What follows belongs to an exercise in optimizing a design on an open flow for small area, a short achievable clock period and few clock cycles per item; a production flow would make more cautious choices.
Only simulation tests tie the RTL to the original design; equivalence was not proved.
Power and IR drop assume default switching activity.

--- flow/run.sh ---
#!/bin/bash
# synth_recipe.tcl (not shown) runs the flow's synth.tcl, then flattens the netlist and writes it again
# the make line also repeats each setting of config.mk as NAME=value (left out here)
make -C /OpenROAD-flow-scripts/flow DESIGN_CONFIG=/design/flow/config.mk WORK_HOME=/design/flow/orfs CLKGATE_MAP_FILE= SYNTH_SCRIPT=/design/flow/synth_recipe.tcl finish
--- flow/config.mk ---
export PLATFORM = sky130hd
export DESIGN_NAME = write_back_cache
export DESIGN_NICKNAME = write_back_cache
export VERILOG_FILES = /design/flow/design.v
export SDC_FILE = /design/flow/constraint.sdc
export NUM_CORES = 4
export LEC_CHECK = 0
export CAP_MARGIN = 20
export CORE_MARGIN = 2
export CORE_UTILIZATION = 30
export GPL_ROUTABILITY_DRIVEN = 1
export SLEW_MARGIN = 20
--- flow/constraint.sdc ---
create_clock -name core_clock -period 5.2 [get_ports {clk}]
set_input_delay 1.0400 -clock core_clock [delete_from_list [all_inputs] [get_ports {clk}]]
set_output_delay 1.0400 -clock core_clock [all_outputs]
set_load 0.01 [all_outputs]
--- flow/design.v ---
`default_nettype none
package cache_pkg;
    localparam int word_width      = 32;
    localparam int words_per_line  = 4;
    localparam int line_width      = word_width * words_per_line;   
    localparam int num_lines       = 8;
    localparam int index_width     = 3;
    localparam int offset_width    = 2;
    localparam int addr_width      = 30;                             
    localparam int tag_width       = addr_width - index_width - offset_width;
    localparam int line_addr_width = tag_width + index_width;        
    typedef logic [word_width-1:0]  word_t;
    typedef logic [tag_width-1:0]   tag_t;
    typedef logic [index_width-1:0] index_t;
    typedef word_t [words_per_line-1:0] line_t;
    typedef struct packed {
        tag_t                    tag;     
        index_t                  index;
        logic [offset_width-1:0] word;    
    } addr_fields_t;
    typedef union packed {
        logic [addr_width-1:0] flat;
        addr_fields_t          fields;
    } proc_addr_u;
    typedef enum logic [1:0] {
        idle      = 2'd0,
        compare   = 2'd1,
        allocate  = 2'd2,
        writeback = 2'd3
    } cache_state_e;
endpackage
`default_nettype wire
`timescale 1ns/100ps
`default_nettype none
module cache_fsm (
    input  wire                                    clk,
    input  wire                                    rst_n,
    input  wire                                    proc_read,
    input  wire                                    proc_write,
    input  wire cache_pkg::proc_addr_u             addr,
    output logic                                   proc_stall,
    output logic                                   mem_read,
    output logic                                   mem_write,
    output logic [cache_pkg::line_addr_width-1:0]  mem_addr,
    input  wire                                    mem_ready,
    input  wire                                    hit,
    input  wire                                    victim_dirty,
    input  wire cache_pkg::tag_t                   victim_tag,
    output logic                                   fill_en,
    output logic                                   store_en
);
    cache_pkg::cache_state_e                state;
    cache_pkg::cache_state_e                state_nxt;
    logic                                   request;
    logic                                   in_compare;
    logic [cache_pkg::line_addr_width-1:0]  victim_addr;
    logic [cache_pkg::line_addr_width-1:0]  fill_addr;
    assign request     = proc_read | proc_write;
    assign in_compare  = (state == cache_pkg::compare);
    assign victim_addr = {victim_tag, addr.fields.index};        
    assign fill_addr   = {addr.fields.tag, addr.fields.index};       
    assign proc_stall   = request & ~(in_compare & hit);
    assign store_en = in_compare & hit & proc_write;         
    assign fill_en  = (state == cache_pkg::allocate) & mem_ready;
    always_comb begin
        state_nxt = state;
        case (state)
            cache_pkg::idle: begin
                if (request) begin
                    state_nxt = cache_pkg::compare;
                end
            end
            cache_pkg::compare: begin
                if (hit) begin
                    state_nxt = cache_pkg::idle;         
                end else if (victim_dirty) begin
                    state_nxt = cache_pkg::writeback;
                end else begin
                    state_nxt = cache_pkg::allocate;
                end
            end
            cache_pkg::writeback: begin
                if (mem_ready) begin
                    state_nxt = cache_pkg::allocate;
                end
            end
            cache_pkg::allocate: begin
                if (mem_ready) begin
                    state_nxt = cache_pkg::compare;      
                end
            end
            default: state_nxt = cache_pkg::idle;
        endcase
    end
    always_ff @(posedge clk or negedge rst_n) begin
        if (!rst_n) begin
            state     <= cache_pkg::idle;
            mem_read  <= 1'b0;
            mem_write <= 1'b0;
            mem_addr  <= '0;
        end else begin
            state <= state_nxt;
            case (state)
                cache_pkg::compare: begin
                    if (!hit && victim_dirty) begin
                        mem_write <= 1'b1;
                        mem_addr  <= victim_addr;
                    end else if (!hit) begin
                        mem_read <= 1'b1;
                        mem_addr <= fill_addr;
                    end
                end
                cache_pkg::writeback: begin
                    if (mem_ready) begin         
                        mem_write <= 1'b0;
                        mem_read  <= 1'b1;
                        mem_addr  <= fill_addr;
                    end
                end
                cache_pkg::allocate: begin
                    if (mem_ready) begin
                        mem_read <= 1'b0;
                    end
                end
                default: begin
                end
            endcase
        end
    end
endmodule
`default_nettype wire
`timescale 1ns/100ps
`default_nettype none
module cache_tag_array (
    input  wire                        clk,
    input  wire                        rst_n,
    input  wire cache_pkg::proc_addr_u addr,
    output logic                       hit,
    output logic                       victim_dirty,
    output cache_pkg::tag_t            victim_tag,
    input  wire                        fill_en,
    input  wire                        store_en
);
    logic [cache_pkg::num_lines-1:0]  valid;
    logic [cache_pkg::num_lines-1:0]  dirty;
    cache_pkg::tag_t                  tag_mem [cache_pkg::num_lines];
    cache_pkg::index_t                idx;
    assign idx = addr.fields.index;
    assign hit          = valid[idx] & (tag_mem[idx] == addr.fields.tag);
    assign victim_dirty = valid[idx] & dirty[idx];
    assign victim_tag   = tag_mem[idx];
    always_ff @(posedge clk or negedge rst_n) begin
        if (!rst_n) begin
            valid <= '0;         
            dirty <= '0;         
        end else begin
            if (fill_en) begin
                valid[idx] <= 1'b1;
                dirty[idx] <= 1'b0;      
            end else if (store_en) begin
                dirty[idx] <= 1'b1;
            end
        end
    end
    always_ff @(posedge clk) begin
        if (fill_en) begin
            tag_mem[idx] <= addr.fields.tag;
        end
    end
endmodule
`default_nettype wire
`timescale 1ns/100ps
`default_nettype none
module cache_data_array (
    input  wire                        clk,
    input  wire                        rst_n,
    input  wire cache_pkg::proc_addr_u addr,
    input  wire cache_pkg::word_t      wdata,
    input  wire [cache_pkg::line_width-1:0] fill_line,
    output cache_pkg::word_t           rdata,
    output logic [cache_pkg::line_width-1:0] line,
    input  wire                        fill_en,
    input  wire                        store_en
);
    logic [cache_pkg::line_width-1:0]   line_mem [cache_pkg::num_lines];
    cache_pkg::index_t                  idx;
    logic [cache_pkg::offset_width-1:0] sel;
    assign idx = addr.fields.index;
    assign sel = addr.fields.word;
    assign line  = line_mem[idx];        
    assign rdata = line[sel*cache_pkg::word_width +: cache_pkg::word_width];
    always_ff @(posedge clk) begin
        if (fill_en) begin
            line_mem[idx] <= fill_line;              
        end else if (store_en) begin
            line_mem[idx][sel*cache_pkg::word_width +: cache_pkg::word_width] <= wdata;   
        end
    end
endmodule
`default_nettype wire
`timescale 1ns/100ps
`default_nettype none
module write_back_cache (
    input  wire                                   clk,
    input  wire                                   rst_n,
    input  wire                                   proc_read,
    input  wire                                   proc_write,
    input  wire [cache_pkg::addr_width-1:0]       proc_addr,
    input  wire cache_pkg::word_t                 proc_wdata,
    output wire cache_pkg::word_t                 proc_rdata,
    output wire                                   proc_stall,
    output wire                                   mem_read,
    output wire                                   mem_write,
    output wire [cache_pkg::line_addr_width-1:0]  mem_addr,
    output wire cache_pkg::line_t                 mem_wdata,
    input  wire cache_pkg::line_t                 mem_rdata,
    input  wire                                   mem_ready
);
    cache_pkg::proc_addr_u  addr_u;
    assign addr_u.flat = proc_addr;      
    logic             hit;
    logic             victim_dirty;
    cache_pkg::tag_t  victim_tag;
    logic             fill_en;
    logic             store_en;
    cache_fsm u_fsm (
        .clk        (clk),
        .rst_n      (rst_n),
        .proc_read  (proc_read),
        .proc_write (proc_write),
        .addr       (addr_u),
        .proc_stall (proc_stall),
        .mem_read   (mem_read),
        .mem_write  (mem_write),
        .mem_addr   (mem_addr),
        .mem_ready  (mem_ready),
        .hit          (hit),
        .victim_dirty (victim_dirty),
        .victim_tag   (victim_tag),
        .fill_en      (fill_en),
        .store_en     (store_en)
    );
    cache_tag_array u_tags (
        .clk   (clk),
        .rst_n (rst_n),
        .addr  (addr_u),
        .hit          (hit),
        .victim_dirty (victim_dirty),
        .victim_tag   (victim_tag),
        .fill_en      (fill_en),
        .store_en     (store_en)
    );
    cache_data_array u_data (
        .clk       (clk),
        .rst_n     (rst_n),
        .addr      (addr_u),
        .wdata     (proc_wdata),
        .fill_line (mem_rdata),      
        .rdata     (proc_rdata),
        .line      (mem_wdata),      
        .fill_en   (fill_en),
        .store_en  (store_en)
    );
endmodule
`default_nettype wire
==> run summary <==
## layout by cell type, fill, tap and decap left out, types with 6 or more instances in the layout
cell                n
clkdlybuf4s50_1   369
mux4_2             49
nand3_1            28
mux2_4             64
and3_1             16
dfrtp_1            48
clkinv_1           30
o21ai_0            52
or3_1              11
nand2_1            36
a31oi_1            15
edfxtp_1         1224
a21o_1              7
nand4_1            92
clkinv_16          10
and4_1              6
nor3_1              6
mux2i_1           109
buf_12             73
a21oi_4            32
nor2_2              9
o221ai_1            6
nand3b_1            6
o31ai_1            13
a221o_1             8
mux2_2             89
a221oi_1           38
clkbuf_1           26
nor2_1             40
clkinv_2           20
a21oi_1            58
clkbuf_16         134
a41oi_1             7
bufinv_16           8
buf_4             183
a22o_1             26
a22oi_1           419
nor2_4              6
## cell type report
cell class	count	area [µm²]
antenna	2	5.00
clock buffer	163	3490
clock inverter	80	883
fill	15200	102000
inverter	6	22.5
multi-input combinational	1324	11500
sequential	1272	38000
tap	2189	2740
timing repair buffer	632	6590
## where the power goes
| part | internal (µW) | leakage, µW | switching (µW) |
|---|---|---|---|
| Clock | 5280 | 0.00211 | 4180 |
| Combinational | 1270 | 0.00695 | 1890 |
| Sequential | 11700 | 0.0116 | 204 |
| Total | 18300 | 0.0207 | 6270 |
## synth_stat cells (all sizes together) (26+ instances only)
library cell / number / area (µm²)
a22o: 26 / 228
mux4: 49 / 1100
nand3: 30 / 155
nor2: 55 / 206
nand4: 93 / 597
mux2: 153 / 1960
a22oi: 422 / 3180
o21ai: 54 / 270
dfrtp: 48 / 1200
mux2i: 111 / 1140
buf: 69 / 460
a221oi: 38 / 333
nand2: 37 / 139
clkbuf: 118 / 443
a21oi: 90 / 450
edfxtp: 1224 / 36800
## path summary, 6_finish.rpt
| check | from | to | slack, ns | cells after the start |
|---|---|---|---|---|
| min in group core_clock | u_tags.valid[2] | u_tags.valid[2] | 0.46 | 1 |
| setup reg to reg | u_tags.tag_mem[2][2] | u_data.line_mem[2][38] | 1.54 | 11 |
| hold / removal | rst_n | u_fsm.mem_addr[17] | 0.40 | 2 |
| max in group asynchronous | rst_n | async pin | 4.25 | 2 |
| hold reg to reg | u_tags.valid[2] | u_tags.valid[2] | 0.46 | 1 |
| setup / recovery | proc_addr[3] | proc_rdata[8] | 0.1 | 10 |
## cell families (layout without fill, tap and decap cells)
kind of cell / Yosys count / after routing
compound gates: 711 / 711
xor+xnor: 10 / 10
fa+ha+maj: 3 / 3
buf+inv: 193 / 881
flops: 1272 / 1272
mux: 313 / 313
other cells: 0 / 2
simple gates: 287 / 287
## registers in the layout, summed over array words and instances, names as in the netlist, named ones only
register and cells:
u_tags.tag_mem 200, u_tags.valid 8, u_fsm.state 2, u_fsm.mem_read 1, u_fsm.mem_addr 28, u_data.line_mem 1024
u_fsm.mem_write 1
## repair_timing
item / 4_1_cts / 5_1_grt
pin swaps: 1 / 0
hold buffers: 0 / 0
setup buffers: 5 / 0
gates resized for setup: 1 / 3
endpoints found under the setup margin: 1 / 3
## per-stage QoR
stage / hold WS, ns / setup TNS [ns] / setup slack (ns) / instance area, µm² / utilization, %
after detailed placement: 0.443 / -0.116 / -0.116 / 58800 / 35.6
after global placement: 0.435 / -0.141 / -0.141 / 58800 / 35.6
after global routing: 0.421 / 0 / 0.00607 / 63200 / 38.3
final: 0.395 / 0 / 0.0989 / 63200 / 38.3
after CTS: 0.378 / 0 / 0.0113 / 63200 / 38.2
after floorplan: 0.423 / -24.68 / -0.0503 / 49900 / -
## per-layer routing
layer / vias to the layer above / routed length (µm)
li1: 12800 / -
met1: 16100 / 68900
met2: 1921 / 81500
met3: 241 / 18600
met4: 10 / 6430
met5: - / 52
==> summary.txt <==
Placed design
  – PortBufs: 385
  – Hpwl dp: 116 mm
  – Cells after DPL: 5418
  – Placer Congestion: 0.841

Drt
  – First-pass DRT Iterations: 5
  – Detailed-route wire length per cell: 31.0 µm
  – DRC Markers: 0
  – Detailed-route via count: 31100
  – DRT Wirelength: 176 mm
  – Via/cell ratio: 5.49
  – Drt first-iter violations: 4390
  – Detail Route Antenna Nets: 0

CTS
  – Inserted Clock Buffers: 134
  – Clock Tree Root: clkbuf_16
  – Htree depth: 4
  – Skew-Pair Late Insertion Delay: 0.79 ns
  – Reg clk slew, reported paths: 0.06 ns
  – Clock tree from TritonCTS: done
  – CTS Sinks: 1272
  – CTS Buffer Depth: 3

Yosys
  – Mapped cell area: 0.0499 mm²
  – Syn. warnings: 3
  – Compound-Gate Fraction of Synth Area: 10.2%
  – Main synth FF type: edfxtp_1
  – Largest family of logic cells by synthesized area: compound AO/OA/AOI/OAI gates
  – Avg Cell Area, Syn: 17.9 µm²
  – Mux contribution to synthesized area: 8.42%
  – Ys async rst share: 3.77%
  – Synth Area in XOR/XNOR: 0.175%
  – Synth Register Bits: 1272
  – Adder-cell share of the synthesized area: 0.0752%
  – Unique masters post-synth: 66
  – Number of synthesized flops with an enable pin: 1224
  – Simple-Gate Fraction of Synth Area: 3.20%
  – Cells after Synth: 2789
  – Syn Nets: 2987
  – Register area share after synthesis: 76.0%

Setup path
  – Worst setup path category: in2out
  – Buf/Inv on CP: 5
  – Top cell by count, worst path: buf_4
  – Worst path slowest cell: clkdlybuf4s50_1
  – Crit path cell chain: buf_6, inv_1, buf_4, nand2_1, nor2_4, buf_4, a22oi_1, nand4_1, mux4_2, clkdlybuf4s50_1
  – Critical path's top delay family: buffers and inverters
  – Crit. End Element: output pin
  – Maximum fanout along the worst path: 21
  – Crit path required time: 4.16 ns
  – Crit-path max cell delay: 0.63 ns
  – CP Launch Type: primary input
  – CP arrival: 4.06 ns

Global routing
  – Maximum number of pins on one net before global-route repair: 58
  – Met3 Use GR: 4.71%
  – First-pass GRT wire length: 239 mm
  – Met2 Use GR: 31.6%
  – Initial antenna violation count: 18
  – GRT Total Usage: 20.1%
  – Vias in the first global route: 29400
  – Met1 Use GR: 27.3%
  – Total grt overflow: 0
  – Busiest layer in global routing: met2

Outcome
  – Status: complete, no violations

Die
  – Die Footprint: 0.170 mm²
  – Top Ports: 386
  – Core ar.: 0.165 mm²
  – Rows: 149
  – Die height: 412 µm
  – Die width: 412 µm
  – Initial Util: 30.2%

Timing
  – Worst rel slew slack: 25.2%
  – Minimum clock period: 5.10 ns
  – Fmax: 196 MHz
  – RSZ-0062 raised after global routing: no
  – Final hold vios: 0
  – Crit share post-route: 98.1%
  – Worst slew pin tran: 1.12 ns
  – Setup Viol. Count Final: 0
  – Slew Viols, Final: 0
  – Setup Skew: 0.0730 ns

Cells and area
  – Non-Filler Instances: 5668
  – Layout cells sized above 1: 20.7%
  – Layout Nets: 3568
  – Area grow syn2layout: 26.6%

Flow run
  – Max-cap violation count: 0

Power and ir drop
  – LEAKAGE: 0.0207 µW
  – Final Power: 24500 µW
  – Power per cell area: 388 mW/mm²
  – Peak supply drop: 0.317 mV

Hold path
  – Hold WC Path Type: in2async
Testbench counts, summed over its fixed seeds: cycles 132,974, accesses 32,000.

-- re-timing with driven ports --
No port has a modelled driver above. Below, the same layout with a new extraction and two added sets of constraints. Step 1 (the two cells are an assumption about what drives the block):
set clk [get_ports {clk}]
set_driving_cell -lib_cell sky130_fd_sc_hd__clkbuf_16 $clk
set_driving_cell -lib_cell sky130_fd_sc_hd__buf_2 [delete_from_list [all_inputs] $clk]
Step 2 adds t to the input delays and takes it off the output delays; t is the mean of the earliest and latest rising clock arrival at the registers after step 1. Input paths then give back, and output paths get back, about the clock's delay inside the block. Slacks: ideal / step 1 / step 2; pairs: ideal / step 1.
t (ns): 0.842
setup WS [ns]: 0.099 / 0.055 / 0.055
hold WS [ns]: 0.395 / 0.336 / 0.460
worst setup path after step 2: input to output
worst slew at a driven data input, ns: 0.17
After both steps this run still meets setup and hold. The setup slack of this run moves by -0.044 ns with the drivers and by -0.044 ns with both steps.
